Context: an optimization exercise on an open-source flow, tuned for small area and a short achievable clock period. The choices shown serve that exercise and are no tape-out recipe.
Function was checked by simulation only, so behaviour that the tests miss may differ from the original.
No activity file was given, so power comes from the tool's default toggle rates.

## design/flow/config.mk

```make
export PLATFORM = sky130hd
export DESIGN_NAME = wb_regfile
export DESIGN_NICKNAME = wb_regfile
export VERILOG_FILES = /design/flow/design.v
export SDC_FILE = /design/flow/constraint.sdc
export NUM_CORES = 4
export LEC_CHECK = 0
export CAP_MARGIN = 20
export CORE_MARGIN = 2
export CORE_UTILIZATION = 40
export SETUP_SLACK_MARGIN = 1.5
export SLEW_MARGIN = 20
export SYNTH_HIERARCHICAL = 1
export SYNTH_MINIMUM_KEEP_SIZE = 0
```

## design/flow/constraint.sdc

```tcl
create_clock -name core_clock -period 5.5 [get_ports {clk}]
set_input_delay 1.1000 -clock core_clock [delete_from_list [all_inputs] [get_ports {clk}]]
set_output_delay 1.1000 -clock core_clock [all_outputs]
set_load 0.01 [all_outputs]
```

## design/flow/design.v

```verilog
package pipe_pkg;
  localparam int DEF_DATA_W = 32;
  localparam int DEF_ADDR_W = 5;
  localparam int DEF_PEND_W = 2;
  typedef logic [DEF_ADDR_W-1:0] reg_sel_t;
  typedef logic [DEF_DATA_W-1:0] word_t;
endpackage
import pipe_pkg::*;
module wb_sb_step (
  input  logic [31:0] idec,
  input  logic [31:0] wdec,
  output logic [31:0] inc,
  output logic [31:0] dec
);
  assign inc = idec & ~wdec;
  assign dec = wdec & ~idec;
endmodule
module wb_scoreboard (
  input  logic        clk,
  input  logic        reset,
  input  logic [31:0] wdec,
  input  logic [31:0] idec,
  input  logic [31:0] adec,
  input  logic [31:0] bdec,
  output logic        hazard_a,
  output logic        hazard_b,
  output logic        pend_ovf
);
  logic [31:0] w_hz;
  logic [31:0] w_ovf_hit;
  logic        r_ovf;
  assign w_hz[0]      = 1'b0;
  assign w_ovf_hit[0] = 1'b0;
  logic [31:0] w_inc, w_dec;
  wb_sb_step u_step (.idec(idec), .wdec(wdec), .inc(w_inc), .dec(w_dec));
  for (genvar g = 1; g < 32; g++) begin : g_reg
    logic r_g1, r_g0;
    always_ff @(posedge clk) begin
      if (reset) begin
        r_g1 <= 1'b0;
        r_g0 <= 1'b0;
      end else begin
        r_g1 <= (r_g1 & !(w_dec[g] & r_g0)) | (w_inc[g] & r_g0);
        r_g0 <= w_dec[g] ? r_g1 : (w_inc[g] ? !r_g1 : r_g0);
      end
    end
    assign w_hz[g]      = r_g1 | (r_g0 & !wdec[g]);
    assign w_ovf_hit[g] = w_inc[g] & r_g1 & !r_g0;
  end
  always_ff @(posedge clk) begin
    if (reset)           r_ovf <= 1'b0;
    else if (|w_ovf_hit) r_ovf <= 1'b1;
  end
  assign pend_ovf = r_ovf;
  wb_rd_bit u_hza (.byp(1'b0), .byp_n(1'b1), .wdn(1'b1), .d(w_hz[31:1]), .s(adec[31:1]),
                   .y(hazard_a));
  wb_rd_bit u_hzb (.byp(1'b0), .byp_n(1'b1), .wdn(1'b1), .d(w_hz[31:1]), .s(bdec[31:1]),
                   .y(hazard_b));
endmodule
import pipe_pkg::*;
module wb_g_inv (input logic a, output logic y);
  assign y = !a;
endmodule
module wb_g_nand2 (input logic a, b, output logic y);
  assign y = !(a & b);
endmodule
module wb_g_nor2 (input logic a, b, output logic y);
  assign y = !(a | b);
endmodule
module wb_g_nand3 (input logic a, b, c, output logic y);
  assign y = !(a & b & c);
endmodule
module wb_g_xnor2 (input logic a, b, output logic y);
  assign y = !(a ^ b);
endmodule
module wb_g_a32oi (input logic a1, a2, a3, b1, b2, output logic y);
  assign y = !((a1 & a2 & a3) | (b1 & b2));
endmodule
module wb_or8 (
  input  logic [7:0] d,
  input  logic [7:0] s,
  output logic       y
);
  assign y = |(d & s);
endmodule
module wb_or7 (
  input  logic [6:0] d,
  input  logic [6:0] s,
  output logic       y
);
  assign y = |(d & s);
endmodule
module wb_rd_bit (
  input  logic        byp,
  input  logic        byp_n,
  input  logic        wdn,
  input  logic [31:1] d,
  input  logic [31:1] s,
  output logic        y
);
  logic [3:0] w_q;    
  logic [1:0] w_r;    
  wb_or7 u_q0 (.d(d[7:1]), .s(s[7:1]), .y(w_q[0]));
  for (genvar j = 1; j < 4; j++) begin : g_q
    wb_or8 u (.d(d[8*j +: 8]), .s(s[8*j +: 8]), .y(w_q[j]));
  end
  wb_g_nor2  u_r0 (.a(w_q[0]), .b(w_q[1]), .y(w_r[0]));
  wb_g_nor2  u_r1 (.a(w_q[2]), .b(w_q[3]), .y(w_r[1]));
  wb_g_a32oi u_y  (.a1(byp_n), .a2(w_r[0]), .a3(w_r[1]), .b1(byp), .b2(wdn), .y(y));
endmodule
module wb_dec (
  input  logic        en,
  input  logic [4:0]  sel,
  output logic [31:0] y
);
  logic [4:0] w_n;
  logic [3:0] w_lo_n;
  logic [7:0] w_hi_n;
  for (genvar j = 0; j < 5; j++) begin : g_inv
    wb_g_inv u (.a(sel[j]), .y(w_n[j]));
  end
  for (genvar k = 0; k < 4; k++) begin : g_lo
    wb_g_nand3 u (.a(en), .b(k[0] ? sel[0] : w_n[0]), .c(k[1] ? sel[1] : w_n[1]), .y(w_lo_n[k]));
  end
  for (genvar m = 0; m < 8; m++) begin : g_hi
    wb_g_nand3 u (.a(m[0] ? sel[2] : w_n[2]), .b(m[1] ? sel[3] : w_n[3]),
                  .c(m[2] ? sel[4] : w_n[4]), .y(w_hi_n[m]));
  end
  for (genvar i = 0; i < 32; i++) begin : g_y
    wb_g_nor2 u (.a(w_lo_n[i % 4]), .b(w_hi_n[i / 4]), .y(y[i]));
  end
endmodule
module wb_rdec (
  input  logic [4:0]  sel,
  output logic [31:0] y
);
  logic [4:0] w_n;
  logic [3:0] w_lo_n;
  logic [7:0] w_hi_n;
  for (genvar j = 0; j < 5; j++) begin : g_inv
    wb_g_inv u (.a(sel[j]), .y(w_n[j]));
  end
  for (genvar k = 0; k < 4; k++) begin : g_lo
    wb_g_nand2 u (.a(k[0] ? sel[0] : w_n[0]), .b(k[1] ? sel[1] : w_n[1]), .y(w_lo_n[k]));
  end
  for (genvar m = 0; m < 8; m++) begin : g_hi
    wb_g_nand3 u (.a(m[0] ? sel[2] : w_n[2]), .b(m[1] ? sel[3] : w_n[3]),
                  .c(m[2] ? sel[4] : w_n[4]), .y(w_hi_n[m]));
  end
  for (genvar i = 0; i < 32; i++) begin : g_y
    wb_g_nor2 u (.a(w_lo_n[i % 4]), .b(w_hi_n[i / 4]), .y(y[i]));
  end
endmodule
module wb_g_nand4 (input logic a, b, c, d, output logic y);
  assign y = !(a & b & c & d);
endmodule
module wb_byp_eq (
  input  logic       en,
  input  logic       nz,
  input  logic [4:0] sel_w,
  input  logic [4:0] sel_r,
  output logic       y,
  output logic       y_n
);
  logic [4:0] w_eq;
  logic [1:0] w_p;
  for (genvar j = 0; j < 5; j++) begin : g_eq
    wb_g_xnor2 u (.a(sel_w[j]), .b(sel_r[j]), .y(w_eq[j]));
  end
  wb_g_nand3 u_p0 (.a(w_eq[0]), .b(w_eq[1]), .c(w_eq[2]), .y(w_p[0]));
  wb_g_nand4 u_p1 (.a(w_eq[3]), .b(w_eq[4]), .c(en), .d(nz), .y(w_p[1]));
  wb_g_nor2  u_y  (.a(w_p[0]), .b(w_p[1]), .y(y));
  wb_g_inv   u_yn (.a(y), .y(y_n));
endmodule
module wb_g_nor3 (input logic a, b, c, output logic y);
  assign y = !(a | b | c);
endmodule
module wb_nz (
  input  logic [4:0] sel,
  output logic       nz
);
  logic w_z0, w_z1;
  wb_g_nor3  u_z0 (.a(sel[0]), .b(sel[1]), .c(sel[2]), .y(w_z0));
  wb_g_nor2  u_z1 (.a(sel[3]), .b(sel[4]), .y(w_z1));
  wb_g_nand2 u_nz (.a(w_z0), .b(w_z1), .y(nz));
endmodule
module wb_regfile
#(
  parameter int DATA_W = DEF_DATA_W,
  parameter int ADDR_W = DEF_ADDR_W,
  parameter int PEND_W = DEF_PEND_W
) (
  input  logic              clk,
  input  logic              reset,
  input  logic              wb_en,
  input  logic [ADDR_W-1:0] wb_sel,
  input  logic [DATA_W-1:0] wb_data,
  input  logic              iss_en,
  input  logic [ADDR_W-1:0] iss_sel,
  input  logic [ADDR_W-1:0] rd_sel_a,
  input  logic [ADDR_W-1:0] rd_sel_b,
  output logic [DATA_W-1:0] rd_data_a,
  output logic [DATA_W-1:0] rd_data_b,
  output logic              hazard_a,
  output logic              hazard_b,
  output logic              pend_ovf
);
  localparam int NREG = 32;
  logic [NREG-1:0]   w_wdec, w_idec;         
  logic [NREG-1:0]   w_asel, w_bsel;         
  logic              w_wnz, w_abyp, w_abyp_n, w_bbyp, w_bbyp_n;
  logic [DATA_W-1:0] w_wdata, w_wdn;
  logic [DATA_W-1:0][NREG-1:1] w_cols;       
  wb_dec  u_wdec (.en(wb_en),  .sel(wb_sel),   .y(w_wdec));
  wb_dec  u_idec (.en(iss_en), .sel(iss_sel),  .y(w_idec));
  wb_rdec u_adec (.sel(rd_sel_a), .y(w_asel));
  wb_rdec u_bdec (.sel(rd_sel_b), .y(w_bsel));
  assign w_wdata = reset ? '0 : wb_data;
  for (genvar g = 1; g < NREG; g++) begin : g_reg
    logic [DATA_W-1:0] r_q;
    always_ff @(posedge clk) begin
      if (reset || w_wdec[g]) r_q <= w_wdata;
    end
    for (genvar b = 0; b < DATA_W; b++) begin : g_bit
      assign w_cols[b][g] = r_q[b];
    end
  end
  wb_nz     u_wnz  (.sel(wb_sel), .nz(w_wnz));
  wb_byp_eq u_abyp (.en(wb_en), .nz(w_wnz), .sel_w(wb_sel), .sel_r(rd_sel_a), .y(w_abyp),
                    .y_n(w_abyp_n));
  wb_byp_eq u_bbyp (.en(wb_en), .nz(w_wnz), .sel_w(wb_sel), .sel_r(rd_sel_b), .y(w_bbyp),
                    .y_n(w_bbyp_n));
  for (genvar b = 0; b < DATA_W; b++) begin : g_col
    wb_g_inv  u_wdn (.a(wb_data[b]), .y(w_wdn[b]));
    wb_rd_bit u_a (.byp(w_abyp), .byp_n(w_abyp_n), .wdn(w_wdn[b]), .d(w_cols[b]),
                   .s(w_asel[NREG-1:1]), .y(rd_data_a[b]));
    wb_rd_bit u_b (.byp(w_bbyp), .byp_n(w_bbyp_n), .wdn(w_wdn[b]), .d(w_cols[b]),
                   .s(w_bsel[NREG-1:1]), .y(rd_data_b[b]));
  end
  wb_scoreboard u_sb (
    .clk      (clk),
    .reset    (reset),
    .wdec     (w_wdec),
    .idec     (w_idec),
    .adec     (w_asel),
    .bdec     (w_bsel),
    .hazard_a (hazard_a),
    .hazard_b (hazard_b),
    .pend_ovf (pend_ovf)
  );
endmodule
```

## design/flow/flow/run.sh

```bash
#!/bin/bash
# Standard layout, with port buffers from the plain buffer family, the resizer allowed to
# change a cell's footprint (so those buffers can be sized like any other), and a clock tree
# of clkbuf_16 in sink clusters of up to 30 within 70 um, without dummy loads.
set -o pipefail
CTS="-sink_clustering_enable -repair_clock_nets -sink_clustering_size 30 -sink_clustering_max_diameter 70 -buf_list sky130_fd_sc_hd__clkbuf_16 -dont_use_dummy_load"
bash standard.sh MATCH_CELL_FOOTPRINT=0 "BUFFER_PORTS_ARGS=-buffer_cell sky130_fd_sc_hd__buf_2" "CTS_ARGS=$CTS" finish > flow.log 2>&1
```

## design/flow/standard.sh

```bash
#!/bin/bash
# synth_recipe.tcl (not shown) runs the flow's synth.tcl, then flattens the netlist and writes it again
# the make line also repeats each setting of config.mk as NAME=value (left out here)
make -C /OpenROAD-flow-scripts/flow DESIGN_CONFIG=/design/flow/config.mk WORK_HOME=/design/flow/orfs CLKGATE_MAP_FILE= SYNTH_SCRIPT=/design/flow/synth_recipe.tcl "${@:-finish}"
```

==> out/metrics.cfg, run 1 <==
[outcome]
status=finished clean

[floorplan]
design.portCount=123
dieHeight_um=340
die-width_um=340
placementRows=123
die_area_mm2=0.115
coreArea_mm2=0.112
initial_utilization=0.402

[min_path]
worst_hold_startpoint=u_sb.g_reg[31].r_g0
hold_path_class=reg2reg

[critical_path]
worstSetupPathType=in2out
worst_ep_required_time_ns=4.40
ff_to_ff_start=u_sb.g_reg[17].r_g0
critPathCaptureType=output pin
timing.critical_path.from_type=primary input
timing.critical_path.fanout_max=8
cp_data_arrival_time_ns=3.15
worst_setup_path_startpoint=rd_sel_a[2]

[timing]
fin_worst_hold_slack_ns=0.553
final.min_clock_period_ns=4.25
finalMaxSlewViolations=0
timing.slew.headroom=0.214
worst-slew-pin-transition_ns=1.18
unrepaired_setup_endpoints_after_global_routing=yes
finalHoldViolCount=0
clock_skew_ns=0.0343
setup_total_negative_slack_ns=0
max_clk_rate_mhz=235
setup-violations-final=0
period_share=0.773

[global_routing]
grt_max_degree=65
gr-total-overflow=0
grt_pass1_vias=34724
grt_antenna_before_repair=5
globalRouteTotalUtil=0.297
grt_pass1_wl_um=248000

[detailed_routing]
detail_route.wl_per_cell_um=33.7
vias=36946
drc=0
dr.pass1.iters=7
wirelength_um=181000
vias_per_cell=6.90
first_iter_violations=6312
ant_nets=0

[cts]
clk_root_buffer_cell=clkbuf_16
clkSlewWorstSetupHoldPaths_ns=0.09
worstSkewPairLatency_ns=0.69
h-tree-depth=2
num_cts_buffers=55
ctsHoldBuffers=0
cts_tree=built
clkSinkCount=1055
clock_tree.buffer_depth=3

[flow_run]
cap_violations=0

[cells_and_area]
fin_nets=3912
seq_cell_area_mm2=0.0310
drive_gt1_frac=0.305
area_growth_syn_to_layout_pct=26.3
multi_input_area_mm2=0.0165
layout.filler_cells=9389

[logic_synthesis]
synthCells=3219
yosysWarnings=8
syn-cell-area_mm2=0.0451
syn-mean-instance-area_um2=14.0

[power]
total_power_mw=16.0
ir_drop_mv=0.263
p_leak_nw=18.8
pwr_density_cell_mw_per_mm2=282

[placed_design]
routabilityCongestion=0.933
place.port_buffers=122
place.detailed.hpwl_um=109000

## critical path: stages
cell and delay, ns:
buf_12 0.10, clkinvlp_4 0.16, buf_4 0.19, nand3_4 0.14
nor2_4 0.08, buf_4 0.15, buf_4 0.17, a22oi_1 0.18
nand4_1 0.16, nor2_4 0.30, a32oi_2 0.19, buf_2 0.20
## metal layers
layer / global-route usage / routed length (um)
met4: 0.154 / 10800
met2: 0.459 / 81800
met3: 0.0819 / 23900
met1: 0.382 / 64100
met5: 0 / 33
## cell type report
cell class,count,share of cell area
Tap cell,1500,0.0330
Sequential cell,1055,0.545
Clock buffer,55,0.0242
Timing Repair Buffer,579,0.101
Multi-Input combinational cell,2080,0.289
Antenna cell,3,0.000132
Inverter,85,0.00703
## stage by stage
stage / area (um^2) / worst slack (ns) / instances / util
after floorplan: 45200 / 1.68 / 3223 / -
after global placement: 49600 / 0.602 / 5020 / 0.443
after detailed placement: 49600 / 0.633 / 5021 / 0.443
after CTS: 55300 / 1.40 / 5291 / 0.493
after global routing: 56900 / 1.22 / 5355 / 0.508
final: 56900 / 1.25 / 5357 / 0.508
## cells in the final DEF, fill, tap and decap left out, types with 43 or more instances in the layout
cell type,instances
a222oi_1,66
a22oi_1,850
a22oi_2,105
a32oi_2,43
and2b_2,64
buf_12,89
buf_2,105
buf_4,287
buf_6,71
clkbuf_16,64
dfxtp_1,63
edfxtp_1,992
inv_1,68
nand2_1,51
nand3_1,66
nand4_1,200
nor2_1,165
nor2_2,46
nor2_4,153
## what timing repair did
item,4_1_cts,5_1_grt
buffers inserted,205,54
setup endpoints to repair,66,66
resized for setup,484,201
gates cloned,10,9
pin swaps,219,215
## report_power, final
part | total [mW] | switching, mW | internal, mW
logic | 1.85 | 1.28 | 0.576
registers | 9.87 | 0.362 | 9.50
clock network | 4.32 | 2.54 | 1.78
total | 16.0 | 4.18 | 11.9
## registers in the layout, indices dropped and copies added (netlist names)
| name | flops |
|---|---|
| u_sb.g.r_g0 | 31 |
| u_sb.r_ovf | 1 |
| u_sb.g.r_g1 | 31 |
| g.r_q | 992 |
## path summary, 6_finish.rpt
kind / to / cells past startpoint / slack [ns]
hold / removal: u_sb.g_reg[31].r_g1 / 3 / 0.55
hold reg to reg: u_sb.g_reg[31].r_g1 / 3 / 0.55
setup reg to reg: u_sb.r_ovf / 4 / 3.94
setup / recovery: rd_data_a[18] / 12 / 1.25
==> inputs of run 2 (changes only) <==
--- a/design/flow/config.mk
+++ b/design/flow/config.mk
@@ -8,7 +8,7 @@
 export CAP_MARGIN = 20
 export CORE_MARGIN = 2
 export CORE_UTILIZATION = 40
-export SETUP_SLACK_MARGIN = 1.5
+export SETUP_SLACK_MARGIN = 1.7
 export SLEW_MARGIN = 20
 export SYNTH_HIERARCHICAL = 1
 export SYNTH_MINIMUM_KEEP_SIZE = 0
==> run 2 against run 1 <==
Against the previous run:
- die area stayed put
- highest routed layer unchanged
- critical path type unchanged
- fmax down 0.61%
- sequential cell count is the same
- still clean on timing, DRC and antenna
==> out/metrics.cfg, run 2 <==
[global_routing]
grt_pass1_wl_um=251000  ; was 248000 um
grt_pass1_vias=34781  ; was 34724
globalRouteTotalUtil=0.302  ; was 0.297
grt_antenna_before_repair=4  ; was 5
gr-total-overflow=0  ; unchanged
grt_max_degree=70  ; was 65

[cells_and_area]
layout_common_cells=992 x edfxtp_1, 860 x a22oi_1, 217 x buf_4, 200 x nand4_1, 166 x nor2_1  ; was 992 x edfxtp_1, 850 x a22oi_1, 287 x buf_4, 200 x nand4_1, 165 x nor2_1
non_filler_cell_area_final_mm2=0.0564  ; was 0.0569 mm^2
layout.filler_cells=9396  ; was 9389
top_register=g.r_q  ; unchanged
fin_util=0.503  ; was 0.508
drive_gt1_frac=0.282  ; was 0.305
max_reg_flops=992  ; unchanged
multi_input_area_mm2=0.0162  ; was 0.0165 mm^2
most_common_cell_after_layout_fill_and_taps_aside=edfxtp_1  ; unchanged
finish.cell_count_without_fillers=5284  ; was 5357
layout_top_registers=g.r_q: 992 flops, u_sb.g.r_g0: 31 flops, u_sb.g.r_g1: 31 flops  ; unchanged
seq_cell_area_mm2=0.0310  ; unchanged
fin_nets=3840  ; was 3912
area_growth_syn_to_layout_pct=25.2  ; was 26.3%

[critical_path]
worst_ep_required_time_ns=4.40  ; about the same
cpMaxStageDelayCell=nand4_1  ; was nor2_4
timing.critical_path.slowest_cell_delay_ns=0.41  ; was 0.30 ns
worst_setup_path_startpoint=rd_sel_b[2]  ; was rd_sel_a[2]
critPathCaptureType=output pin  ; unchanged
r2r-end=u_sb.r_ovf  ; unchanged
worst-path-stages=11  ; was 12
timing.critical_path.cells=buf_12 -> clkinvlp_4 -> nand3_4 -> nor2_4 -> buf_8 -> buf_12 -> a22oi_2 -> nand4_1 -> nor2_4 -> a32oi_2 -> buf_2  ; was buf_12 -> clkinvlp_4 -> buf_4 -> nand3_4 -> nor2_4 -> buf_4 -> buf_4 -> a22oi_1 -> nand4_1 -> nor2_4 -> a32oi_2 -> buf_2
ff_to_ff_start=u_sb.g_reg[17].r_g0  ; unchanged
crit_path_end=rd_data_b[13]  ; was rd_data_a[18]
worstPathBufferInverterCount=5  ; was 6
cp_data_arrival_time_ns=3.18  ; was 3.15 ns
worst-r2r-cell-count=4  ; unchanged
cp_top_family=simple AND/OR/NAND/NOR gates  ; was buffers and inverters
r2r_setup_slk_ns=3.92  ; was 3.94 ns
worstSetupPathType=in2out  ; unchanged
timing.critical_path.from_type=primary input  ; unchanged
timing.critical_path.fanout_max=5  ; was 8

[power]
clock_power_share=0.275  ; was 0.269
seq_power_share=0.613  ; was 0.615
power_switching_share=0.256  ; was 0.261
switching_power_mw=4.10  ; was 4.18 mW
p_leak_nw=18.4  ; was 18.8 nW
pwr_density_cell_mw_per_mm2=285  ; was 282 mW/mm^2
internal_power_mw=12.0  ; was 11.9 mW
ir_drop_mv=0.222  ; was 0.263 mV
share_comb_of_total_power=0.112  ; was 0.116

[flow_run]
cap_violations=0  ; unchanged

[timing]
final.min_clock_period_ns=4.28  ; was 4.25 ns
clock_skew_ns=0.0321  ; was 0.0343 ns
setup_total_negative_slack_ns=0  ; unchanged
fin_worst_hold_slack_ns=0.550  ; was 0.553 ns
max_clk_rate_mhz=234  ; was 235 MHz
unrepaired_setup_endpoints_after_global_routing=yes  ; unchanged
timing.slew.headroom=0.239  ; was 0.214
setup-violations-final=0  ; unchanged
finalMaxSlewViolations=0  ; unchanged
period_share=0.778  ; was 0.773
finalHoldViolCount=0  ; unchanged
worst-slew-pin-transition_ns=1.14  ; was 1.18 ns

[cts]
clock_tree.buffer_depth=3  ; unchanged
worstSkewPairLatency_ns=0.68  ; was 0.69 ns
num_cts_buffers=59  ; was 55
clk_root_buffer_cell=clkbuf_16  ; unchanged
ctsHoldBuffers=0  ; unchanged
clkSlewWorstSetupHoldPaths_ns=0.07  ; was 0.09 ns
cts_tree=built  ; unchanged
clkSinkCount=1055  ; unchanged
h-tree-depth=2  ; unchanged

[logic_synthesis]
syn-mean-instance-area_um2=14.0  ; unchanged
yosysWarnings=8  ; unchanged
syn-cell-area_mm2=0.0451  ; unchanged
synthCells=3219  ; unchanged

[floorplan]
placementRows=123  ; unchanged
die-width_um=340  ; unchanged
initial_utilization=0.402  ; unchanged
die_area_mm2=0.115  ; unchanged
dieHeight_um=340  ; unchanged
design.portCount=123  ; unchanged
coreArea_mm2=0.112  ; unchanged

[detailed_routing]
vias=36399  ; was 36946
first_iter_violations=6116  ; was 6312
vias_per_cell=6.89  ; was 6.90
ant_nets=0  ; unchanged
dr.pass1.iters=9  ; was 7
wirelength_um=181000  ; about the same
detail_route.wl_per_cell_um=34.2  ; was 33.7 um
drc=0  ; unchanged

[outcome]
status=finished clean  ; unchanged

[min_path]
hold_path_class=reg2reg  ; unchanged
worst_hold_startpoint=u_sb.g_reg[13].r_g0  ; was u_sb.g_reg[31].r_g0

[placed_design]
place.port_buffers=122  ; unchanged
place.detailed.hpwl_um=112000  ; was 109000 um
detailed_place.area_mm2=0.0497  ; was 0.0496 mm^2
place.detailed.instances=5015  ; was 5021
routabilityCongestion=0.887  ; was 0.933

run 2: how the worst min path moves through the flow:
stage                           to  slack, ns  cells past startpoint
4_1_cts        u_sb.g_reg[18].r_g1       0.54                      3
5_1_grt        u_sb.g_reg[18].r_g1       0.59                      3
6_report       u_sb.g_reg[13].r_g1       0.55                      3
3_5_place_dp    u_sb.g_reg[7].r_g0       0.55                      2
3_3_place_gp   u_sb.g_reg[19].r_g1       0.54                      3
2_1_floorplan   u_sb.g_reg[1].r_g1       0.52                      3
run 2: cell type report:
class                      count  share of cell area
clock buffer                  59              0.0262
sequential                  1055               0.551
multi-input combinational   2073               0.287
inverter                      85             0.00690
antenna                        2           0.0000888
timing repair buffer         510              0.0959
tap                         1500              0.0333
run 2: stage by stage:
step | setup WS (ns) | total power, mW
final | 1.22 | 16.1
after global routing | 1.23 | 16.5
after CTS | 1.37 | 15.9
after detailed placement | 0.746 | 11.4
after global placement | 0.747 | 11.4
after floorplan | 1.72 | 10.6
run 2: timing repair:
item,4_1_cts,5_1_grt
pin swaps,224,165
buffers inserted,156,26
setup endpoints to repair,66,66
gates cloned,22,3
endpoints found under the hold margin,0,0
resized for setup,492,152
run 2: per-layer routing:
layer  wire length, um  vias to the layer above  part of all wire  global-route usage
met5                13                        -          0.000072                   0
met4              9800                        2             0.054               0.151
met3             22900                      584              0.13              0.0785
met2             81800                     2755              0.45               0.465
met1             66400                    18230              0.37               0.395
li1                  -                    14828                 -                   -
run 2: worst min-delay path: cells and delay by family, from the launching register on:
family             cells  cell delay [ns]
AOI/OAI and AO/OA      1             0.06
DFF                    1             0.34
and+or+nand+nor        2             0.15
run 2: power groups by stage:
stage	clock (mW)	sequential, mW	combinational (mW)
finish	4.41	9.85	1.80
floorplan	0	9.91	0.678
global route	4.69	9.92	1.85
CTS	4.42	9.82	1.67
detailed placement	0	9.99	1.43
global placement	0	9.97	1.41
==> inputs of run 3 (changes only) <==
--- a/design/flow/config.mk
+++ b/design/flow/config.mk
@@ -8,7 +8,7 @@
 export CAP_MARGIN = 20
 export CORE_MARGIN = 2
 export CORE_UTILIZATION = 40
-export SETUP_SLACK_MARGIN = 1.7
+export SETUP_SLACK_MARGIN = 1.42
 export SLEW_MARGIN = 20
 export SYNTH_HIERARCHICAL = 1
 export SYNTH_MINIMUM_KEEP_SIZE = 0
==> run 3 against run 2 <==
Against the previous run:
- sequential cell count did not move
- still clean on timing, DRC and antenna
- total power fell by 0.28%
- critical path type unchanged
- register-to-register slack improved by 0.03 ns
- worst hold slack got worse by 0.0037 ns
- first-iteration DRC count rose by 2.8%
==> out/metrics.cfg, run 3 <==
[outcome]
status=finished clean  ; unchanged

[cts]
clkSinkCount=1055  ; unchanged
clock_tree.buffer_depth=3  ; unchanged
clkSlewWorstSetupHoldPaths_ns=0.09  ; was 0.07 ns
num_cts_buffers=55  ; was 59
clk_root_buffer_cell=clkbuf_16  ; unchanged
cts_tree=built  ; unchanged
h-tree-depth=2  ; unchanged
worstSkewPairLatency_ns=0.69  ; was 0.68 ns

[detailed_routing]
dr.pass1.iters=9  ; unchanged
detail_route.wl_per_cell_um=33.6  ; was 34.2 um
vias=36859  ; was 36399
wl_met3_um=23900  ; was 22900 um
route.top_layer_used=met5  ; unchanged
drc=0  ; unchanged
ant_nets=0  ; unchanged
wirelength_um=179000  ; was 181000 um
vias_per_cell=6.90  ; was 6.89
first_iter_violations=6286  ; was 6116
wl_met1_um=64100  ; was 66400 um
met2_wirelength_um=80600  ; was 81800 um

[critical_path]
crit_path_frequent_cell=buf_12
cp_data_arrival_time_ns=3.16  ; was 3.18 ns
cp_top_family=buffers and inverters  ; was simple AND/OR/NAND/NOR gates
worstSetupPathType=in2out  ; unchanged
worstPathBufferInverterCount=5  ; unchanged
worst_ep_required_time_ns=4.40  ; about the same
timing.critical_path.cells=buf_12 -> inv_4 -> nand2_8 -> buf_12 -> nor2_4 -> buf_6 -> a222oi_1 -> nand3_1 -> nor2_1 -> a32oi_2 -> buf_2  ; was buf_12 -> clkinvlp_4 -> nand3_4 -> nor2_4 -> buf_8 -> buf_12 -> a22oi_2 -> nand4_1 -> nor2_4 -> a32oi_2 -> buf_2
timing.critical_path.slowest_cell_delay_ns=0.34  ; was 0.41 ns
timing.critical_path.fanout_max=15  ; was 5
timing.critical_path.from_type=primary input  ; unchanged
critPathCaptureType=output pin  ; unchanged
cpMaxStageDelayCell=a32oi_2  ; was nand4_1

[cells_and_area]
layout_common_cells=992 x edfxtp_1, 848 x a22oi_1, 288 x buf_4, 200 x nand4_1, 162 x nor2_1  ; was 992 x edfxtp_1, 860 x a22oi_1, 217 x buf_4, 200 x nand4_1, 166 x nor2_1
layout.filler_cells=9373  ; was 9396
layout_top_registers=g.r_q: 992 flops, u_sb.g.r_g0: 31 flops, u_sb.g.r_g1: 31 flops  ; unchanged
non_filler_cell_area_final_mm2=0.0567  ; was 0.0564 mm^2
insertedDiodeCount=0  ; was 2
area_growth_syn_to_layout_pct=25.9  ; was 25.2%
max_reg_flops=992  ; unchanged
fin_nets=3899  ; was 3840
most_common_cell_after_layout_fill_and_taps_aside=edfxtp_1  ; unchanged
finish.cell_count_without_fillers=5341  ; was 5284
top_register=g.r_q  ; unchanged
drive_gt1_frac=0.303  ; was 0.282

[timing]
finalHoldViolCount=0  ; unchanged
final.min_clock_period_ns=4.26  ; was 4.28 ns
timing.slew.headroom=0.226  ; was 0.239
worst-slew-pin-transition_ns=1.16  ; was 1.14 ns
max_clk_rate_mhz=235  ; was 234 MHz
unrepaired_setup_endpoints_after_global_routing=yes  ; unchanged
fin_worst_hold_slack_ns=0.546  ; was 0.550 ns
clock_skew_ns=0.0353  ; was 0.0321 ns
finalMaxSlewViolations=0  ; unchanged
setup-violations-final=0  ; unchanged
setup_total_negative_slack_ns=0  ; unchanged
period_share=0.774  ; was 0.778

[global_routing]
gr-total-overflow=0  ; unchanged
grt_max_degree=65  ; was 70
grt_pass1_wl_um=248000  ; was 251000 um
grt_pass1_vias=34556  ; was 34781
grt_antenna_before_repair=5  ; was 4
globalRouteTotalUtil=0.296  ; was 0.302

[min_path]
hold_path_class=reg2reg  ; unchanged

[floorplan]
die_area_mm2=0.115  ; unchanged
placementRows=123  ; unchanged
coreArea_mm2=0.112  ; unchanged
die-width_um=340  ; unchanged
dieHeight_um=340  ; unchanged
initial_utilization=0.402  ; unchanged
design.portCount=123  ; unchanged

[power]
pwr_density_cell_mw_per_mm2=282  ; was 285 mW/mm^2
total_power_mw=16.0  ; was 16.1 mW
ir_drop_mv=0.256  ; was 0.222 mV
p_leak_nw=18.7  ; was 18.4 nW

[flow_run]
cap_violations=0  ; unchanged

[placed_design]
detailed_place.area_mm2=0.0496  ; was 0.0497 mm^2
routabilityCongestion=0.933  ; was 0.887
place.port_buffers=122  ; unchanged
place.detailed.instances=5021  ; was 5015
place.detailed.hpwl_um=109000  ; was 112000 um

[logic_synthesis]
syn-cell-area_mm2=0.0451  ; unchanged
synthCells=3219  ; unchanged
yosysWarnings=8  ; unchanged
syn-mean-instance-area_um2=14.0  ; unchanged

-- run 3: what timing repair did --
action | CTS | global route
buffers inserted | 199 | 51
hold buffers | 0 | 0
pin swaps | 164 | 208
resized for setup | 415 | 241
setup endpoints to repair | 66 | 66
cloned | 11 | 4
-- run 3: cell type report --
class                      count  area, um^2  share of cell area
tap                         1500        1880              0.0331
multi-input combinational   2080       16500               0.290
clock buffer                  55        1380              0.0243
inverter                      85         380             0.00671
sequential                  1055       31000               0.548
timing repair buffer         566        5570              0.0982
-- run 3: per-layer routing --
| metal | GRT usage | up-vias |
|---|---|---|
| met5 | 0 | - |
| met4 | 0.154 | 8 |
| met3 | 0.0790 | 642 |
| met2 | 0.458 | 2992 |
| met1 | 0.382 | 18267 |
| li1 | - | 14950 |
-- run 3: final timing paths --
path                                           from                   to  slack [ns]  cells after the start
worst min register to register  u_sb.g_reg[31].r_g0  u_sb.g_reg[31].r_g1        0.55                      3
worst min-delay path            u_sb.g_reg[31].r_g0  u_sb.g_reg[31].r_g1        0.55                      3
worst max register to register  u_sb.g_reg[17].r_g0           u_sb.r_ovf        3.95                      4
worst max-delay path                    rd_sel_a[1]         rd_data_a[8]        1.24                     11
-- run 3: stage by stage --
step / setup WS [ns] / util
3_3_place_gp: 0.602 / 0.443
5_1_grt: 1.22 / 0.506
6_report: 1.24 / 0.506
2_1_floorplan: 1.68 / -
4_1_cts: 1.39 / 0.491
3_5_place_dp: 0.633 / 0.443
-- run 3: worst register-to-register path, delay by kind of cell, from the launching register on --
family          cells  cell delay (ns)
flops               1             0.42
compound gates      2             0.38
simple gates        2             0.59
-- run 3: where the power goes --
| group | switching, mW | internal, mW |
|---|---|---|
| Combinational | 1.27 | 0.569 |
| Clock | 2.53 | 1.78 |
| Sequential | 0.361 | 9.50 |
| Total | 4.16 | 11.8 |
==> inputs of run 4 (changes only) <==
--- a/design/flow/config.mk
+++ b/design/flow/config.mk
@@ -7,8 +7,8 @@
 export LEC_CHECK = 0
 export CAP_MARGIN = 20
 export CORE_MARGIN = 2
-export CORE_UTILIZATION = 40
-export SETUP_SLACK_MARGIN = 1.42
+export CORE_UTILIZATION = 45
+export SETUP_SLACK_MARGIN = 1.35
 export SLEW_MARGIN = 20
 export SYNTH_HIERARCHICAL = 1
 export SYNTH_MINIMUM_KEEP_SIZE = 0
==> run 4 against run 3 <==
Against the previous run:
- synthesized cell count is the same
- register-to-register slack lost 0.04 ns
- worst hold slack gained 0.0071 ns
- global-route usage grew 3.3 points
- die area shrank 11%
- critical path depth grew 2
- sequential share of layout area grew 1.2 points
==> out/metrics.cfg, run 4 <==
[power]
ir_drop_mv=0.244  ; was 0.256 mV
power_switching_share=0.257  ; was 0.260
switching_power_mw=4.11  ; was 4.16 mW
seq_power_share=0.616  ; about the same
share_comb_of_total_power=0.113  ; was 0.115
pwr_density_cell_mw_per_mm2=288  ; was 282 mW/mm^2
internal_power_mw=11.9  ; was 11.8 mW
total_power_mw=16.0  ; about the same
clock_power_share=0.271  ; was 0.269
p_leak_nw=18.3  ; was 18.7 nW

[cts]
clkSlewWorstSetupHoldPaths_ns=0.10  ; was 0.09 ns
clkSinkCount=1055  ; unchanged
num_cts_buffers=57  ; was 55
worstSkewPairLatency_ns=0.66  ; was 0.69 ns
cts_tree=built  ; unchanged
clk_root_buffer_cell=clkbuf_16  ; unchanged
h-tree-depth=2  ; unchanged
clock_tree.buffer_depth=3  ; unchanged

[placed_design]
place.port_buffers=122  ; unchanged
place_ws_ns=0.615  ; was 0.633 ns
routabilityCongestion=0.950  ; was 0.933
place.detailed.hpwl_um=105000  ; was 109000 um
detailed_place.area_mm2=0.0495  ; was 0.0496 mm^2
place.detailed.instances=4813  ; was 5021

[timing]
finalHoldViolCount=0  ; unchanged
clock_skew_ns=0.0288  ; was 0.0353 ns
setup-violations-final=0  ; unchanged
unrepaired_setup_endpoints_after_global_routing=yes  ; unchanged
final.min_clock_period_ns=4.27  ; was 4.26 ns
finalMaxSlewViolations=0  ; unchanged
max_clk_rate_mhz=234  ; was 235 MHz
period_share=0.776  ; was 0.774
setup_slack_ns=1.23  ; was 1.24 ns
setup_total_negative_slack_ns=0  ; unchanged
fin_worst_hold_slack_ns=0.554  ; was 0.546 ns
timing.slew.headroom=0.231  ; was 0.226
worst-slew-pin-transition_ns=1.15  ; was 1.16 ns

[critical_path]
timing.critical_path.cells=buf_12 -> clkinvlp_4 -> buf_6 -> nand3_4 -> buf_6 -> nor2_4 -> buf_12 -> buf_6 -> a22oi_2 -> nand4_1 -> nor2_4 -> a32oi_4 -> buf_2  ; was buf_12 -> inv_4 -> nand2_8 -> buf_12 -> nor2_4 -> buf_6 -> a222oi_1 -> nand3_1 -> nor2_1 -> a32oi_2 -> buf_2
worstPathBufferInverterCount=7  ; was 5
worst_ep_required_time_ns=4.40  ; about the same
crit_path_frequent_cell=buf_6  ; was buf_12
cp_data_arrival_time_ns=3.17  ; was 3.16 ns
timing.critical_path.fanout_max=8  ; was 15
critPathCaptureType=output pin  ; unchanged
worstSetupPathType=in2out  ; unchanged
cpMaxStageDelayCell=nor2_4  ; was a32oi_2
timing.critical_path.from_type=primary input  ; unchanged
timing.critical_path.slowest_cell_delay_ns=0.28  ; was 0.34 ns
cp_top_family=buffers and inverters  ; unchanged

[min_path]
hold_path_class=reg2reg  ; unchanged

[cells_and_area]
most_common_cell_after_layout_fill_and_taps_aside=edfxtp_1  ; unchanged
insertedDiodeCount=0  ; unchanged
fin_nets=3853  ; was 3899
top_register=g.r_q  ; unchanged
layout_common_cells=992 x edfxtp_1, 913 x a22oi_1, 265 x buf_4, 200 x nand4_1, 182 x nor2_1  ; was 992 x edfxtp_1, 848 x a22oi_1, 288 x buf_4, 200 x nand4_1, 162 x nor2_1
layout_top_registers=g.r_q: 992 flops, u_sb.g.r_g0: 31 flops, u_sb.g.r_g1: 31 flops  ; unchanged
fin_util=0.556  ; was 0.506
max_reg_flops=992  ; unchanged
area_growth_syn_to_layout_pct=23.1  ; was 25.9%
non_filler_cell_area_final_mm2=0.0555  ; was 0.0567 mm^2
finish.cell_count_without_fillers=5093  ; was 5341
drive_gt1_frac=0.268  ; was 0.303

[detailed_routing]
dr.pass1.iters=10  ; was 9
ant_nets=0  ; unchanged
vias=36736  ; was 36859
detail_route.wl_per_cell_um=34.7  ; was 33.6 um
vias_per_cell=7.21  ; was 6.90
wirelength_um=177000  ; was 179000 um
drc=0  ; unchanged
first_iter_violations=6592  ; was 6286

[global_routing]
globalRouteTotalUtil=0.329  ; was 0.296
grt_max_degree=101  ; was 65
grt_pass1_vias=34400  ; was 34556
gr-total-overflow=0  ; unchanged
grt_antenna_before_repair=5  ; unchanged
grt_pass1_wl_um=243000  ; was 248000 um

[logic_synthesis]
syn-mean-instance-area_um2=14.0  ; unchanged
yosysWarnings=8  ; unchanged
syn-cell-area_mm2=0.0451  ; unchanged
synthCells=3219  ; unchanged

[flow_run]
cap_violations=0  ; unchanged

[floorplan]
die_area_mm2=0.103  ; was 0.115 mm^2
placementRows=116  ; was 123
design.portCount=123  ; unchanged
coreArea_mm2=0.0997  ; was 0.112 mm^2
dieHeight_um=320  ; was 340 um
initial_utilization=0.452  ; was 0.402
die-width_um=320  ; was 340 um

[outcome]
status=finished clean  ; unchanged

run 4: cell count changes in the layout (fill, tap and decap cells not counted), moves of 8 or more:
cell       previous run  this run
a32oi_2              41        31
clkbuf_16            60        68
nand3_1              66        79
buf_6                61        34
buf_4               288       265
nor2_1              162       182
nor2_4              150       106
a22oi_2             107        42
a22oi_1             848       913
nor2_2               51        72
run 4: layer usage:
layer,part of all wire,track usage
met1,0.38,0.460
met2,0.43,0.490
met3,0.14,0.0727
met4,0.057,0.156
met5,0.00015,0
run 4: path summary, 6_finish.rpt:
| path | start | end | slack [ns] | cells after the start |
|---|---|---|---|---|
| min reg2reg | u_sb.g_reg[19].r_g0 | u_sb.g_reg[19].r_g1 | 0.55 | 3 |
| max reg2reg | u_sb.g_reg[17].r_g0 | u_sb.r_ovf | 3.91 | 4 |
| min | u_sb.g_reg[19].r_g0 | u_sb.g_reg[19].r_g1 | 0.55 | 3 |
| max | rd_sel_b[3] | rd_data_b[24] | 1.23 | 13 |
run 4: area by class of cell:
cell class	count	area, um^2
inverter	85	380
timing repair buffer	522	5280
clock buffer	57	1430
tap	1298	1620
fill	7961	44200
multi-input combinational	2076	15700
sequential	1055	31000
run 4: power groups by stage:
stage / registers (mW) / clock network [mW] / logic [mW]
floorplan: 9.91 / 0 / 0.657
global placement: 9.98 / 0 / 1.45
detailed placement: 10.0 / 0 / 1.46
CTS: 9.82 / 4.36 / 1.64
global route: 9.91 / 4.62 / 1.85
finish: 9.84 / 4.34 / 1.81
run 4: worst register-to-register path, cell delays in order (launching register included):
cell and delay, ns:
dfxtp_1 0.39, nand3b_1 0.29, o2111ai_1 0.23, nor4_1 0.35, a41oi_1 0.16
run 4: repair_timing:
action                                  4_1_cts  5_1_grt
endpoints found under the setup margin       66       66
pin swaps                                   103      109
resized for setup                           259      188
cloned                                       12        5
hold buffers                                  0        0
hold endpoints to repair                      0        0
buffers inserted                            162       44
==> inputs of run 5 (changes only) <==
--- a/design/flow/config.mk
+++ b/design/flow/config.mk
@@ -7,7 +7,7 @@
 export LEC_CHECK = 0
 export CAP_MARGIN = 20
 export CORE_MARGIN = 2
-export CORE_UTILIZATION = 45
+export CORE_UTILIZATION = 40
 export SETUP_SLACK_MARGIN = 1.35
 export SLEW_MARGIN = 20
 export SYNTH_HIERARCHICAL = 1
==> run 5 against run 4 <==
Against the previous run:
- synthesized area unchanged
- still clean
- utilization decreased by 7.4 points
- first-iteration DRC count decreased by 5.4%
- via count fell by 1.1%
- synthesized cell count is the same
- highest routed layer unchanged
- fmax grew 2.2%
==> out/metrics.cfg, run 5 <==
[timing]
timing.slew.headroom=0.190  ; was 0.231
setup_total_negative_slack_ns=0  ; unchanged
unrepaired_setup_endpoints_after_global_routing=yes  ; unchanged
setup-violations-final=0  ; unchanged
finalHoldViolCount=0  ; unchanged
clock_skew_ns=0.0306  ; was 0.0288 ns
fin_worst_hold_slack_ns=0.542  ; was 0.554 ns
period_share=0.759  ; was 0.776
max_clk_rate_mhz=240  ; was 234 MHz
finalMaxSlewViolations=0  ; unchanged
worst-slew-pin-transition_ns=1.21  ; was 1.15 ns
setup_slack_ns=1.33  ; was 1.23 ns
final.min_clock_period_ns=4.17  ; was 4.27 ns

[detailed_routing]
ant_nets=0  ; unchanged
dr.pass1.iters=9  ; was 10
wirelength_um=184000  ; was 177000 um
vias_per_cell=6.98  ; was 7.21
detail_route.wl_per_cell_um=35.4  ; was 34.7 um
drc=0  ; unchanged
first_iter_violations=6233  ; was 6592
vias=36339  ; was 36736

[floorplan]
dieHeight_um=340  ; was 320 um
die_area_mm2=0.115  ; was 0.103 mm^2
initial_utilization=0.402  ; was 0.452
design.portCount=123  ; unchanged
placementRows=123  ; was 116
die-width_um=340  ; was 320 um
coreArea_mm2=0.112  ; was 0.0997 mm^2

[cells_and_area]
multi_input_area_mm2=0.0149  ; was 0.0157 mm^2
fin_nets=3762  ; was 3853
non_filler_cell_area_final_mm2=0.0540  ; was 0.0555 mm^2
top_register=g.r_q  ; unchanged
seq_cell_area_mm2=0.0310  ; unchanged
finish.cell_count_without_fillers=5206  ; was 5093
layout_common_cells=992 x edfxtp_1, 946 x a22oi_1, 230 x nor2_1, 208 x buf_4, 200 x nand4_1  ; was 992 x edfxtp_1, 913 x a22oi_1, 265 x buf_4, 200 x nand4_1, 182 x nor2_1
layout.filler_cells=9805  ; was 7961
area_growth_syn_to_layout_pct=19.9  ; was 23.1%
max_reg_flops=992  ; unchanged
most_common_cell_after_layout_fill_and_taps_aside=edfxtp_1  ; unchanged
fin_util=0.482  ; was 0.556
layout_top_registers=g.r_q: 992 flops, u_sb.g.r_g0: 31 flops, u_sb.g.r_g1: 31 flops  ; unchanged
drive_gt1_frac=0.217  ; was 0.268

[cts]
clkSlewWorstSetupHoldPaths_ns=0.11  ; was 0.10 ns
clock_tree.buffer_depth=3  ; unchanged
num_cts_buffers=66  ; was 57
clkSinkCount=1055  ; unchanged
worstSkewPairLatency_ns=0.66  ; about the same
clk_root_buffer_cell=clkbuf_16  ; unchanged
cts_tree=built  ; unchanged
h-tree-depth=3  ; was 2

[critical_path]
r2r_setup_slk_ns=3.92  ; was 3.91 ns
timing.critical_path.fanout_max=16  ; was 8
timing.critical_path.from_type=primary input  ; unchanged
worst-r2r-cell-count=4  ; unchanged
worstSetupPathType=in2out  ; unchanged
worst_ep_required_time_ns=4.40  ; about the same
critPathCaptureType=output pin  ; unchanged
cp_data_arrival_time_ns=3.07  ; was 3.17 ns
ff_to_ff_start=u_sb.g_reg[10].r_g0  ; was u_sb.g_reg[17].r_g0
r2r-end=u_sb.r_ovf  ; unchanged

[placed_design]
place.port_buffers=122  ; unchanged
place.detailed.instances=5027  ; was 4813
place.detailed.hpwl_um=111000  ; was 105000 um
detailed_place.area_mm2=0.0499  ; was 0.0495 mm^2
place_ws_ns=0.661  ; was 0.615 ns
routabilityCongestion=0.927  ; was 0.950

[outcome]
status=finished clean  ; unchanged

[power]
total_power_mw=16.2  ; was 16.0 mW
pwr_density_cell_mw_per_mm2=299  ; was 288 mW/mm^2
p_leak_nw=17.6  ; was 18.3 nW
ir_drop_mv=0.247  ; was 0.244 mV

[logic_synthesis]
syn-mean-instance-area_um2=14.0  ; unchanged
yosysWarnings=8  ; unchanged
syn-cell-area_mm2=0.0451  ; unchanged
synthCells=3219  ; unchanged

[global_routing]
grt_pass1_wl_um=251000  ; was 243000 um
gr-total-overflow=0  ; unchanged
globalRouteTotalUtil=0.303  ; was 0.329
grt_pass1_vias=34760  ; was 34400
grt_antenna_before_repair=7  ; was 5
grt_max_degree=83  ; was 101

[min_path]
worst_hold_path.num_cells=3  ; unchanged
worst_hold_startpoint=u_sb.g_reg[3].r_g0  ; was u_sb.g_reg[19].r_g0
hold_path_class=reg2reg  ; unchanged
worstHoldEndpoint=u_sb.g_reg[3].r_g1  ; was u_sb.g_reg[19].r_g1

[flow_run]
cap_violations=0  ; unchanged

## run 5: what timing repair did
item,in CTS,in global routing
resized for setup,176,121
setup buffers,76,24
setup endpoints to repair,66,56
pin swaps,57,49
cloned,2,9
hold buffers,0,0
## run 5: where the power goes
group	internal, mW	total [mW]	switching [mW]
clock network	2.14	4.72	2.59
registers	9.50	9.83	0.327
logic	0.464	1.61	1.14
## run 5: how the worst max path moves through the flow
stage	end	start	slack (ns)	cells after the start
after global routing	rd_data_b[24]	rd_sel_b[2]	1.31	11
after CTS	hazard_a	wb_sel[2]	1.30	11
final	rd_data_b[3]	rd_sel_b[2]	1.33	12
after global placement	hazard_a	rd_sel_a[1]	0.71	9
after floorplan	hazard_a	rd_sel_a[1]	1.36	7
after detailed placement	hazard_a	rd_sel_a[0]	0.66	9
## run 5: area by class of cell
class,instances,area share
Timing Repair Buffer,428,0.0769
Clock buffer,66,0.0306
Sequential cell,1055,0.575
Inverter,85,0.00672
Antenna cell,2,0.0000926
Multi-Input combinational cell,2070,0.276
Tap cell,1500,0.0347
## run 5: worst max-delay path, stage by stage
cell and delay [ns]:
buf_12 0.09, clkinvlp_4 0.14, buf_4 0.18, nand3_4 0.15, nor2_4 0.07, buf_12 0.14
clkbuf_16 0.20, a22oi_1 0.20, nand4_1 0.16, nor2_1 0.25, a32oi_1 0.17, buf_2 0.20
## run 5: metal layers
metal	routed length, um	track usage	vias to the layer above
li1	-	-	14662
met1	66700	0.388	18113
met2	82000	0.470	2861
met3	23500	0.0778	695
met4	11800	0.169	8
met5	116	0.00245	-
==> inputs of run 6 (changes only) <==
==> design/flow/flow/run.sh (replaced) <==
#!/bin/bash
# Standard layout, with port buffers from the plain buffer family, the resizer allowed to
# change a cell's footprint (so those buffers can be sized like any other), and a clock tree
# of clkbuf_8 in sink clusters of up to 18 within 50 um, without dummy loads.
set -o pipefail
CTS="-sink_clustering_enable -repair_clock_nets -sink_clustering_size 18 -sink_clustering_max_diameter 50 -buf_list sky130_fd_sc_hd__clkbuf_8 -dont_use_dummy_load"
bash standard.sh MATCH_CELL_FOOTPRINT=0 "BUFFER_PORTS_ARGS=-buffer_cell sky130_fd_sc_hd__buf_2" "CTS_ARGS=$CTS" finish > flow.log 2>&1
==> run 6 against run 5 <==
Against the previous run:
- first-iteration DRC count decreased by 2.6%
- clock skew increased by 0.043 ns
- sequential share of layout area increased by 0.39 points
- cell count increased by 0.60%
- highest routed layer unchanged
==> out/metrics.cfg, run 6 <==
[global_routing]
gr-total-overflow=0  ; unchanged
grt_pass1_vias=35115  ; was 34760
grt_max_degree=83  ; unchanged
grt_antenna_before_repair=6  ; was 7
grt_pass1_wl_um=252000  ; was 251000 um
globalRouteTotalUtil=0.304  ; was 0.303

[power]
ir_drop_mv=0.243  ; was 0.247 mV
clock_power_share=0.274  ; was 0.292
power_switching_share=0.259  ; was 0.251
p_leak_nw=17.5  ; was 17.6 nW
share_comb_of_total_power=0.102  ; was 0.100
total_power_mw=15.8  ; was 16.2 mW
seq_power_share=0.624  ; was 0.608
internal_power_mw=11.7  ; was 12.1 mW
switching_power_mw=4.08  ; was 4.06 mW
pwr_density_cell_mw_per_mm2=294  ; was 299 mW/mm^2

[critical_path]
cp_top_family=simple AND/OR/NAND/NOR gates  ; was buffers and inverters
worstPathBufferInverterCount=4  ; was 6
critPathCaptureType=output pin  ; unchanged
timing.critical_path.cells=buf_6 -> inv_2 -> nand3_2 -> nor2_4 -> buf_12 -> a22oi_1 -> nand4_1 -> nor2_1 -> a32oi_1 -> buf_2  ; was buf_12 -> clkinvlp_4 -> buf_4 -> nand3_4 -> nor2_4 -> buf_12 -> clkbuf_16 -> a22oi_1 -> nand4_1 -> nor2_1 -> a32oi_1 -> buf_2
cp_data_arrival_time_ns=3.10  ; was 3.07 ns
timing.critical_path.from_type=primary input  ; unchanged
timing.critical_path.slowest_cell_delay_ns=0.30  ; was 0.25 ns
worstSetupPathType=in2out  ; unchanged
worst_setup_path_startpoint=rd_sel_b[4]  ; was rd_sel_b[2]
worst_ep_required_time_ns=4.40  ; about the same
ff_to_ff_start=u_sb.g_reg[10].r_g0  ; unchanged
cpMaxStageDelayCell=a32oi_1  ; was nor2_1
timing.critical_path.fanout_max=17  ; was 16

[placed_design]
routabilityCongestion=0.927  ; unchanged
place_ws_ns=0.661  ; unchanged
place.detailed.instances=5027  ; unchanged
place.detailed.hpwl_um=111000  ; unchanged
place.port_buffers=122  ; unchanged

[cts]
ctsHoldBuffers=0  ; unchanged
clkSinkCount=1055  ; unchanged
clock_tree.buffer_depth=3  ; unchanged
cts_tree=built  ; unchanged
clk_root_buffer_cell=clkbuf_8  ; was clkbuf_16
worstSkewPairLatency_ns=0.79  ; was 0.66 ns
num_cts_buffers=107  ; was 66
h-tree-depth=3  ; unchanged
clkSlewWorstSetupHoldPaths_ns=0.10  ; was 0.11 ns

[logic_synthesis]
syn-mean-instance-area_um2=14.0  ; unchanged
synthCells=3219  ; unchanged
syn-cell-area_mm2=0.0451  ; unchanged
yosysWarnings=8  ; unchanged

[floorplan]
die-width_um=340  ; unchanged
design.portCount=123  ; unchanged
placementRows=123  ; unchanged
die_area_mm2=0.115  ; unchanged
coreArea_mm2=0.112  ; unchanged
dieHeight_um=340  ; unchanged
initial_utilization=0.402  ; unchanged

[detailed_routing]
drc=0  ; unchanged
first_iter_violations=6068  ; was 6233
wirelength_um=185000  ; was 184000 um
detail_route.wl_per_cell_um=35.3  ; was 35.4 um
ant_nets=0  ; unchanged
dr.pass1.iters=13  ; was 9
vias=36692  ; was 36339
vias_per_cell=7.01  ; was 6.98

[timing]
finalHoldViolCount=0  ; unchanged
timing.slew.headroom=0.234  ; was 0.190
clock_skew_ns=0.0734  ; was 0.0306 ns
setup_total_negative_slack_ns=0  ; unchanged
unrepaired_setup_endpoints_after_global_routing=yes  ; unchanged
max_clk_rate_mhz=238  ; was 240 MHz
setup-violations-final=0  ; unchanged
worst-slew-pin-transition_ns=1.14  ; was 1.21 ns
period_share=0.763  ; was 0.759
finalMaxSlewViolations=0  ; unchanged
setup_slack_ns=1.30  ; was 1.33 ns
final.min_clock_period_ns=4.20  ; was 4.17 ns

[cells_and_area]
most_common_cell_after_layout_fill_and_taps_aside=edfxtp_1  ; unchanged
max_reg_flops=992  ; unchanged
layout.filler_cells=9853  ; was 9805
fin_nets=3793  ; was 3762
top_register=g.r_q  ; unchanged
area_growth_syn_to_layout_pct=19.1  ; was 19.9%
layout_common_cells=992 x edfxtp_1, 948 x a22oi_1, 235 x nor2_1, 202 x buf_4, 200 x nand4_1  ; was 992 x edfxtp_1, 946 x a22oi_1, 230 x nor2_1, 208 x buf_4, 200 x nand4_1
layout_top_registers=g.r_q: 992 flops, u_sb.g.r_g0: 31 flops, u_sb.g.r_g1: 31 flops  ; unchanged
finish.cell_count_without_fillers=5237  ; was 5206
drive_gt1_frac=0.221  ; was 0.217

[min_path]
worst_hold_startpoint=u_sb.g_reg[1].r_g0  ; was u_sb.g_reg[3].r_g0
hold_path_class=reg2reg  ; unchanged

[outcome]
status=finished clean  ; unchanged

[flow_run]
cap_violations=0  ; unchanged

## run 6: cell type report
type / instances / area (um^2) / share of cell area
Sequential cell: 1055 / 31000 / 0.579
Multi-Input combinational cell: 2070 / 14900 / 0.278
Timing Repair Buffer: 418 / 3980 / 0.0742
Tap cell: 1500 / 1880 / 0.0350
Clock buffer: 107 / 1470 / 0.0274
Inverter: 85 / 360 / 0.00671
Antenna cell: 2 / 5.00 / 0.0000933
## run 6: worst paths after layout
| kind | end | slack, ns | cells after the start |
|---|---|---|---|
| worst max-delay path | rd_data_b[24] | 1.30 | 10 |
| worst min-delay path | u_sb.g_reg[1].r_g1 | 0.52 | 3 |
| worst max register to register | u_sb.r_ovf | 3.90 | 4 |
| worst min register to register | u_sb.g_reg[1].r_g1 | 0.52 | 3 |
## run 6: power groups by stage
stage,Combinational [mW],Clock [mW],Sequential [mW]
after floorplan,0.657,0,9.91
after global placement,1.41,0,9.97
after detailed placement,1.42,0,9.99
after CTS,1.50,4.34,9.82
after global routing,1.65,4.63,9.90
final,1.60,4.32,9.83
## run 6: stage by stage
stage	util	area, um^2	hold WS [ns]
3_3_place_gp	0.445	49900	0.544
2_1_floorplan	-	45200	0.524
5_1_grt	0.479	53700	0.587
3_5_place_dp	0.445	49900	0.558
4_1_cts	0.472	52900	0.529
6_report	0.479	53700	0.524
## run 6: worst reg2reg max path, cell delays in order, from the launching register on
cell and delay, ns:
dfxtp_1 0.41, nand3b_1 0.17, o2111ai_1 0.21, nor4_1 0.47, a41oi_1 0.17
## run 6: timing repair
action | in CTS | in global routing
endpoints found under the setup margin | 66 | 57
hold endpoints to repair | 0 | 0
cloned | 2 | 8
buffers inserted | 76 | 15
pin swaps | 57 | 47
resized for setup | 177 | 108
## run 6: layer usage
layer / up-vias / track usage / wire, um
met3: 748 / 0.0814 / 24000
li1: 14709 / - / -
met5: - / 0.00735 / 144
met1: 18174 / 0.387 / 66600
met2: 3055 / 0.467 / 81600
met4: 6 / 0.180 / 12700
==> inputs of run 7 (changes only) <==
==> design/flow/flow/run.sh (replaced) <==
#!/bin/bash
# Standard layout, with port buffers from the plain buffer family, the resizer allowed to
# change a cell's footprint (so those buffers can be sized like any other), and a clock tree
# of clkbuf_8 in sink clusters of up to 18 within 50 um, without dummy loads; no gate cloning in timing repair.
set -o pipefail
CTS="-sink_clustering_enable -repair_clock_nets -sink_clustering_size 18 -sink_clustering_max_diameter 50 -buf_list sky130_fd_sc_hd__clkbuf_8 -dont_use_dummy_load"
bash standard.sh MATCH_CELL_FOOTPRINT=0 "BUFFER_PORTS_ARGS=-buffer_cell sky130_fd_sc_hd__buf_2" "CTS_ARGS=$CTS" SKIP_GATE_CLONING=1 finish > flow.log 2>&1
==> run 7 against run 6 <==
Against the previous run:
- largest cell class unchanged
- first-iteration DRC count decreased by 8.6%
- still clean
- die area unchanged
- cell area about the same
- via count decreased by 0.82%
- combinational power about the same
- highest routed layer unchanged
- synthesized cell count unchanged
- utilization about the same
- worst hold slack improved by 0.0021 ns
==> out/metrics.cfg, run 7 <==
[floorplan]
coreArea_mm2=0.112  ; unchanged
placementRows=123  ; unchanged
initial_utilization=0.402  ; unchanged
die-width_um=340  ; unchanged
dieHeight_um=340  ; unchanged
die_area_mm2=0.115  ; unchanged
design.portCount=123  ; unchanged

[global_routing]
busiest_metal_layer_after_global_routing=met2  ; unchanged
grt_pass1_vias=35118  ; was 35115
gr-total-overflow=0  ; unchanged
groute.layer.met1.usage=0.390  ; was 0.387
grt_util_met2=0.469  ; was 0.467
grt_max_degree=83  ; unchanged
grt.met3_usage=0.0791  ; was 0.0814
grt_pass1_wl_um=252000  ; about the same
globalRouteTotalUtil=0.305  ; was 0.304
grt_antenna_before_repair=4  ; was 6

[timing]
setup-violations-final=0  ; unchanged
setup_slack_ns=1.27  ; was 1.30 ns
worst-slew-pin-transition_ns=1.15  ; was 1.14 ns
finalHoldViolCount=0  ; unchanged
timing.slew.headroom=0.228  ; was 0.234
setup_total_negative_slack_ns=0  ; unchanged
max_clk_rate_mhz=237  ; was 238 MHz
fin_worst_hold_slack_ns=0.526  ; was 0.524 ns
finalMaxSlewViolations=0  ; unchanged
unrepaired_setup_endpoints_after_global_routing=yes  ; unchanged
clock_skew_ns=0.0712  ; was 0.0734 ns
final.min_clock_period_ns=4.23  ; was 4.20 ns
period_share=0.769  ; was 0.763

[cts]
num_cts_buffers=107  ; unchanged
ctsHoldBuffers=0  ; unchanged
h-tree-depth=3  ; unchanged
cts_tree=built  ; unchanged
clk_root_buffer_cell=clkbuf_8  ; unchanged
clock_tree.buffer_depth=3  ; unchanged
clkSinkCount=1055  ; unchanged
clkSlewWorstSetupHoldPaths_ns=0.10  ; about the same
worstSkewPairLatency_ns=0.79  ; about the same

[power]
seq_power_share=0.624  ; about the same
pwr_density_cell_mw_per_mm2=293  ; was 294 mW/mm^2
clock_power_share=0.274  ; about the same
p_leak_nw=17.5  ; about the same
share_comb_of_total_power=0.102  ; about the same
power_switching_share=0.258  ; was 0.259
switching_power_mw=4.06  ; was 4.08 mW
internal_power_mw=11.7  ; about the same
ir_drop_mv=0.242  ; was 0.243 mV

[cells_and_area]
drive_gt1_frac=0.224  ; was 0.221
max_reg_flops=992  ; unchanged
top_register=g.r_q  ; unchanged
area_growth_syn_to_layout_pct=19.2  ; was 19.1%
layout_common_cells=992 x edfxtp_1, 949 x a22oi_1, 228 x nor2_1, 212 x buf_4, 200 x nand4_1  ; was 992 x edfxtp_1, 948 x a22oi_1, 235 x nor2_1, 202 x buf_4, 200 x nand4_1
fin_util=0.479  ; about the same
finish.cell_count_without_fillers=5247  ; was 5237
most_common_cell_after_layout_fill_and_taps_aside=edfxtp_1  ; unchanged
fin_nets=3800  ; was 3793
layout.filler_cells=9857  ; was 9853
layout_top_registers=g.r_q: 992 flops, u_sb.g.r_g0: 31 flops, u_sb.g.r_g1: 31 flops  ; unchanged

[critical_path]
timing.critical_path.slowest_cell_delay_ns=0.53  ; was 0.30 ns
timing.critical_path.cells=buf_12 -> buf_4 -> xnor2_1 -> nand4_1 -> nor2_4 -> buf_4 -> a32oi_1 -> buf_4 -> buf_2  ; was buf_6 -> inv_2 -> nand3_2 -> nor2_4 -> buf_12 -> a22oi_1 -> nand4_1 -> nor2_1 -> a32oi_1 -> buf_2
worstSetupPathType=in2out  ; unchanged
worst_ep_required_time_ns=4.40  ; about the same
cp_data_arrival_time_ns=3.13  ; was 3.10 ns
critPathCaptureType=output pin  ; unchanged
timing.critical_path.from_type=primary input  ; unchanged
cpMaxStageDelayCell=buf_4  ; was a32oi_1
crit_path_frequent_cell=buf_4
timing.critical_path.fanout_max=32  ; was 17

[placed_design]
routabilityCongestion=0.927  ; unchanged
place_ws_ns=0.661  ; unchanged
place.detailed.hpwl_um=111000  ; unchanged
place.port_buffers=122  ; unchanged
place.detailed.instances=5027  ; unchanged

[detailed_routing]
wirelength_um=182000  ; was 185000 um
vias=36392  ; was 36692
ant_nets=0  ; unchanged
drc=0  ; unchanged
vias_per_cell=6.94  ; was 7.01
detail_route.wl_per_cell_um=34.6  ; was 35.3 um
first_iter_violations=5549  ; was 6068
dr.pass1.iters=14  ; was 13

[flow_run]
cap_violations=0  ; unchanged

[logic_synthesis]
syn-cell-area_mm2=0.0451  ; unchanged
synthCells=3219  ; unchanged
yosysWarnings=8  ; unchanged
syn-mean-instance-area_um2=14.0  ; unchanged

[outcome]
status=finished clean  ; unchanged

[min_path]
hold_path_class=reg2reg  ; unchanged

## run 7: cell count changes in the layout (fill, tap and decap cells not counted), sizes merged
cell      delta
buf         +17
diode        +3
clkbuf      -10
clkinvlp     +1
inv          -1
## run 7: through the flow
step / instance area [um^2] / power, mW
CTS: 53000 / 15.7
detailed placement: 49900 / 11.4
global placement: 49900 / 11.4
finish: 53700 / 15.7
floorplan: 45200 / 10.6
global route: 53700 / 16.2
## run 7: repair_timing
| action | CTS | global route |
|---|---|---|
| buffers inserted | 89 | 18 |
| gates resized for setup | 196 | 114 |
| pin swaps | 64 | 50 |
| endpoints found under the setup margin | 66 | 53 |
## run 7: worst paths after layout
check,startpoint,to,slack [ns],cells past startpoint
setup / recovery,rd_sel_b[3],rd_data_b[13],1.27,9
hold / removal,u_sb.g_reg[1].r_g0,u_sb.g_reg[1].r_g1,0.53,3
setup reg to reg,u_sb.g_reg[10].r_g0,u_sb.r_ovf,3.86,4
hold reg to reg,u_sb.g_reg[1].r_g0,u_sb.g_reg[1].r_g1,0.53,3
## run 7: layout make-up
class,instances,area [um^2],area share
Sequential cell,1055,31000,0.578
Tap cell,1500,1880,0.0349
Clock buffer,107,1470,0.0274
Timing Repair Buffer,425,3970,0.0739
Antenna cell,5,12.5,0.000233
Multi-Input combinational cell,2070,15000,0.278
Inverter,85,372,0.00692
## run 7: worst max-delay path: cells and delay by family
family                 cells  cell delay, ns
XOR/XNOR                   1            0.21
AND/OR/NAND/NOR            2            0.33
AO/OA/AOI/OAI              1            0.16
buffers and inverters      5            1.17
## run 7: metal layers
layer | share of wire | vias to the layer above
li1 | - | 14709
met1 | 0.37 | 18038
met2 | 0.45 | 2914
met3 | 0.12 | 723
met4 | 0.063 | 8
met5 | 0.0013 | -
## run 7: power groups by stage
stage / Sequential [mW] / Combinational, mW / Clock [mW]
floorplan: 9.91 / 0.657 / 0
global placement: 9.97 / 1.41 / 0
detailed placement: 9.99 / 1.42 / 0
CTS: 9.82 / 1.51 / 4.34
global route: 9.90 / 1.65 / 4.62
finish: 9.83 / 1.60 / 4.31

[static timing again, ports no longer ideal]
The flow's constraints put no driver on any port. The routed layouts listed below were extracted and timed again, unchanged, in two steps.
Step 1 (the two cells are an assumption about what drives the block):
set clk [get_ports {clk}]
set_driving_cell -lib_cell sky130_fd_sc_hd__clkbuf_16 $clk
set_driving_cell -lib_cell sky130_fd_sc_hd__buf_2 [delete_from_list [all_inputs] $clk]
Step 2 moves the port delays by t, midway between the first and last clock arrival at a register: inputs arrive t later, outputs are due t later. That takes back most of the time a late clock gives input paths.
Three values: no drivers, after step 1, after step 2; two values: the first two.
| run | t (ns) | setup slack, ns | worst setup path after step 2 | slew at the worst register clock pin (ns) | worst data-port slew with drivers (ns) |
|---|---|---|---|---|---|
| run 1 | 0.744 | 1.249 / 1.187 / 1.187 | input to output | 0.12 / 0.12 | 0.07 |
| run 2 | 0.754 | 1.223 / 1.068 / 1.068 | input to output | 0.11 / 0.11 | 0.17 |
| run 3 | 0.744 | 1.242 / 1.182 / 1.182 | input to output | 0.11 / 0.11 | 0.07 |
| run 4 | 0.740 | 1.234 / 1.167 / 1.167 | input to output | 0.12 / 0.12 | 0.07 |
| run 5 | 0.723 | 1.325 / 1.124 / 1.124 | input to output | 0.11 / 0.11 | 0.20 |
| run 6 | 0.850 | 1.302 / 1.113 / 1.113 | input to output | 0.10 / 0.10 | 0.22 |
| run 7 | 0.843 | 1.273 / 1.115 / 1.115 | input to output | 0.10 / 0.10 | 0.22 |
After both steps setup and hold are still met in every run listed. The setup slack of run 5, which loses most, moves by -0.201 ns with the drivers and by -0.201 ns with both steps.
